Context: an optimization exercise on an open-source flow, tuned for small area. The choices shown serve that exercise and are no tape-out recipe. Only simulation tests tie the RTL to the original design; equivalence was not proved. The clock port is modelled as an ideal driver; clocking choices that lean on that would not hold on a real chip. Power figures rest on the tool's default switching activity, not on a simulated workload.

## job 2825
// audio_processing
module audio_processing #(
    parameter int num_taps = 8,
    parameter int bclk_div = 4
) (
    input  logic                        clk,
    input  logic                        rst,
    input  logic                        audio_enable,
    input  logic                        i2s_bclk,
    input  logic                        i2s_lrclk,
    input  logic                        i2s_d,
    input  logic                        coef_wr_en,
    input  audio_pkg::band_t            coef_band,
    input  logic [$clog2(num_taps)-1:0] coef_addr,
    input  audio_pkg::coef_t            coef_data,
    input  logic                        gain_wr_en,
    input  audio_pkg::band_t            gain_band,
    input  audio_pkg::gain_t            gain_data,
    output logic                        dac_bclk,
    output logic                        dac_lrclk,
    output logic                        dac_data
);
    logic        clr;
    logic        left_done, frame_done;
    logic [23:0] shift_sr;
    logic [4:0]  seq;
    logic [3:0]  hist_cnt;           
    logic [191:0] ring_l;            
    logic [191:0] ring_r;
    logic        rot_l, rot_r, feed_l, feed_r;
    logic        pass;
    logic [2:0]  tap;
    logic        tap_ok;
    logic [23:0] tap_x;
    logic [15:0] coef0 [8];
    logic [15:0] coef1 [8];
    logic [15:0] coef_wdata;
    logic [15:0] gain_r0, gain_r1, gain_fwd0, gain_fwd1;
    logic        band_valid, s1_valid, mix_valid;
    logic [42:0] acc0_n, acc1_n;     
    logic        pend0, pend1;   
    logic [42:0] sum0_n, sum1_n;
    logic        pout0, pout1;
    logic [42:0] res0_n, res1_n;    
    logic [42:0] acc0, acc1;
    logic [23:0] res0, res1;         
    logic [23:0] sat15_0, sat15_1, sat14_0, sat14_1;
    logic [23:0] x0, x1;
    logic [15:0] c0, c1;
    logic        first;
    assign clr = rst | ~audio_enable;
    i2s_receiver rx (
  ...
Size: roughly 3600 cells after synthesis, ~980 flip-flops, roughly 48 I/O pins.
export LEC_CHECK = 0
export CAP_MARGIN = 20
export CORE_MARGIN = 2
export CORE_UTILIZATION = 65
export CTS_BUF_LIST = sky130_fd_sc_hd__clkbuf_16
export CTS_CLUSTER_DIAMETER = 100
export CTS_CLUSTER_SIZE = 20
export SLEW_MARGIN = 20
export SYNTH_HIERARCHICAL = 1
create_clock -name core_clock -period 20.0 [get_ports {clk}]
standard.sh (not shown) runs the stock make flow with config.mk's settings and CLKGATE_MAP_FILE= SYNTH_SCRIPT=/design/flow/synth_recipe.tcl, a recipe that flattens the netlist after the stock synthesis.
==> flow/flow/run.sh <==
#!/bin/bash
set -euo pipefail
W=$PWD
{ head -n 1 synth_recipe.tcl; cat flow/abc_proc.tcl; tail -n +2 synth_recipe.tcl; } > own_synth.tcl
sed "s|SYNTH_SCRIPT=[^ ]*synth_recipe.tcl|SYNTH_SCRIPT=$W/own_synth.tcl|" standard.sh > own_standard.sh
grep -q "SYNTH_SCRIPT=$W/own_synth.tcl" own_standard.sh
export OWN_ABC_SCRIPT=$W/flow/abc_map.script
export CTS_ARGS="-sink_clustering_enable -repair_clock_nets -sink_clustering_size 20 -sink_clustering_max_diameter 100 -buf_list sky130_fd_sc_hd__clkbuf_16 -dont_use_dummy_load"
bash own_standard.sh > standard.log 2>&1
==> flow/flow/abc_map.script <==
&get -n
&st
&dch
&nf -R 1000 -p
&st
&syn2
&if -g -K 6
&synch2
&nf -R 1000 -p
&st
&syn2
&if -g -K 6
&synch2
&nf -R 1000 -p
&st
&syn2
&if -g -K 6
&synch2
&nf -R 1000 -p
&st
&syn2
&if -g -K 6
&synch2
&nf -R 1000 -p
&st
&syn2
&if -g -K 6
&synch2
&nf -R 1000 -p
&put
buffer -c
topo
stime -c
dnsize -c
==> flow/flow/abc_proc.tcl <==
# Own synthesis: ORFS's synthesis exactly as the standard flow's synth_recipe.tcl runs it, except that the
# final technology mapping (abc) uses flow/abc_map.script instead of ORFS's abc_speed.script:
# the same sequence with the delay relaxed in &nf (-R 1000, pin permutation on) and without
# upsizing, so that gates are mapped for area; the clock period leaves ample slack.
proc abc {args} {
  set i [lsearch -exact $args -script]
  if { $i >= 0 } {
    lset args [expr { $i + 1 }] $::env(OWN_ABC_SCRIPT)
  }
  yosys abc {*}$args
}
Job 2825: done, clean on timing, DRC and antenna
diff inputs: job 2825 => job 1837
-- flow/flow/abc_map.script --
<<< job 2825, line 30
&put
buffer -c
topo
>>> job 1837, line 30
&put
topo
Non-clock buffer count in job 1837 is about 0.54% below job 2825.
Lower number of buffer and inverter instances along the worst setup path goes to job 1837 over job 2825.
The layout overhead on the synthesized area reported for job 1837 is greater than that of job 2825 by 0.93 points.
The inputs of job 2072 differ from those of job 1837 as listed below.
==> flow/flow/run.sh <==
#!/bin/bash
set -euo pipefail
export RECOVER_POWER=100
bash standard.sh > standard.log 2>&1
removed: flow/flow/abc_map.script
removed: flow/flow/abc_proc.tcl
==> comparison <==
The layout from job 2072, despite a flow that completed every stage, fails the layout checks, with the failing checks listed as capacitance limit, slew limit.
Max area of the mapped netlist across job 2072 and job 1837: job 2072
Job 2072 vs job 1837: average vias per placed instance down
Changes observed in job 2072 relative to job 1837: total of clock buffers placed in the layout rose 1.8%, clock group share of total power rose 0.9 points.
Relative to job 2072, the following input files were edited for job 8963:
==> flow/flow/run.sh <==
#!/bin/bash
set -euo pipefail
export RECOVER_POWER=100
export CTS_ARGS="-sink_clustering_enable -repair_clock_nets -sink_clustering_size 20 -sink_clustering_max_diameter 100 -buf_list sky130_fd_sc_hd__clkbuf_16 -dont_use_dummy_load"
bash standard.sh > standard.log 2>&1
Findings:
Although job 8963 finished all stages, its layout failed final checks on capacitance limit, slew limit.
Per the comparison of job 8963 with job 2072, total power per unit cell area saw a decrease; global-route usage saw little to no change.
Job 8963 packs its core more loosely than job 2072.
Lower combinational power share among job 8963 and job 2072: job 2072
Switching power is higher on job 2072
Reported for job 8963 and job 2072, count of multi-input gates turned out identical to the last digit.
Sort job 8963 and job 2072 by final cell count without fillers desc -> top: job 2072


audio_processing, a different RTL version from the one above (not shown whole).
For scale: ~3600 cells after synthesis, ~48 I/O pins, roughly 55000 um2 of cells after synthesis.
export LEC_CHECK = 0
export CAP_MARGIN = 0
export CORE_MARGIN = 2
export CORE_UTILIZATION = 65
export CTS_BUF_LIST = sky130_fd_sc_hd__clkbuf_16
export CTS_CLUSTER_DIAMETER = 100
export CTS_CLUSTER_SIZE = 20
export SLEW_MARGIN = 0
export SYNTH_HIERARCHICAL = 1
create_clock -name core_clock -period 20.0 [get_ports {clk}]
run.sh (not shown) runs the stock make flow with config.mk's settings and CLKGATE_MAP_FILE= SYNTH_SCRIPT=/design/flow/synth_recipe.tcl, a recipe that flattens the netlist after the stock synthesis.
Stock flow here: none of the scripts above is used.
==> next run, changes <==
Settings changed: CAP_MARGIN 0 to 20, CTS_CLUSTER_DIAMETER 100 to 150, CTS_CLUSTER_SIZE 20 to 24, SLEW_MARGIN 0 to 20.
What happened: Wire length decreases by 1.1%. Core utilization decreases by 0.32 points. Setup slack gets better by 0.15 ns. Cell area decreases by 0.45%. Maximum frequency increases by 0.88%. Die area stays the same.

afterwards: timing with drivers on the ports:
In the flow no input, the clock included, has a driving cell. The finished layouts below were timed again as built, in two steps. Step 1, drivers: a clkbuf_16 drives clk and a buf_2 each remaining input, both assumed. Step 2 adds t to the input delays and takes it off the output delays; t is the mean of the earliest and latest rising clock arrival at the registers after step 1. Input paths then give back, and output paths get back, about the clock's delay inside the block. Three values: ideal, step 1, step 2; two values: the first two.
run | shift t [ns] | setup WS [ns] | clock arrival spread, ns
job 2825 | 0.697 | 3.402 / 3.402 / 3.402 | 0.101 / 0.101
job 1837 | 0.695 | 3.105 / 3.105 / 3.105 | 0.100 / 0.100
job 2072 | 0.730 | 2.143 / 2.143 / 2.143 | 0.035 / 0.035
job 8963 | 0.695 | 2.064 / 2.064 / 2.064 | 0.082 / 0.082
the first run of note 2 | 0.732 | 2.539 / 2.539 / 2.539 | 0.080 / 0.079
the second run of note 2 | 0.714 | 2.691 / 2.691 / 2.691 | 0.062 / 0.062
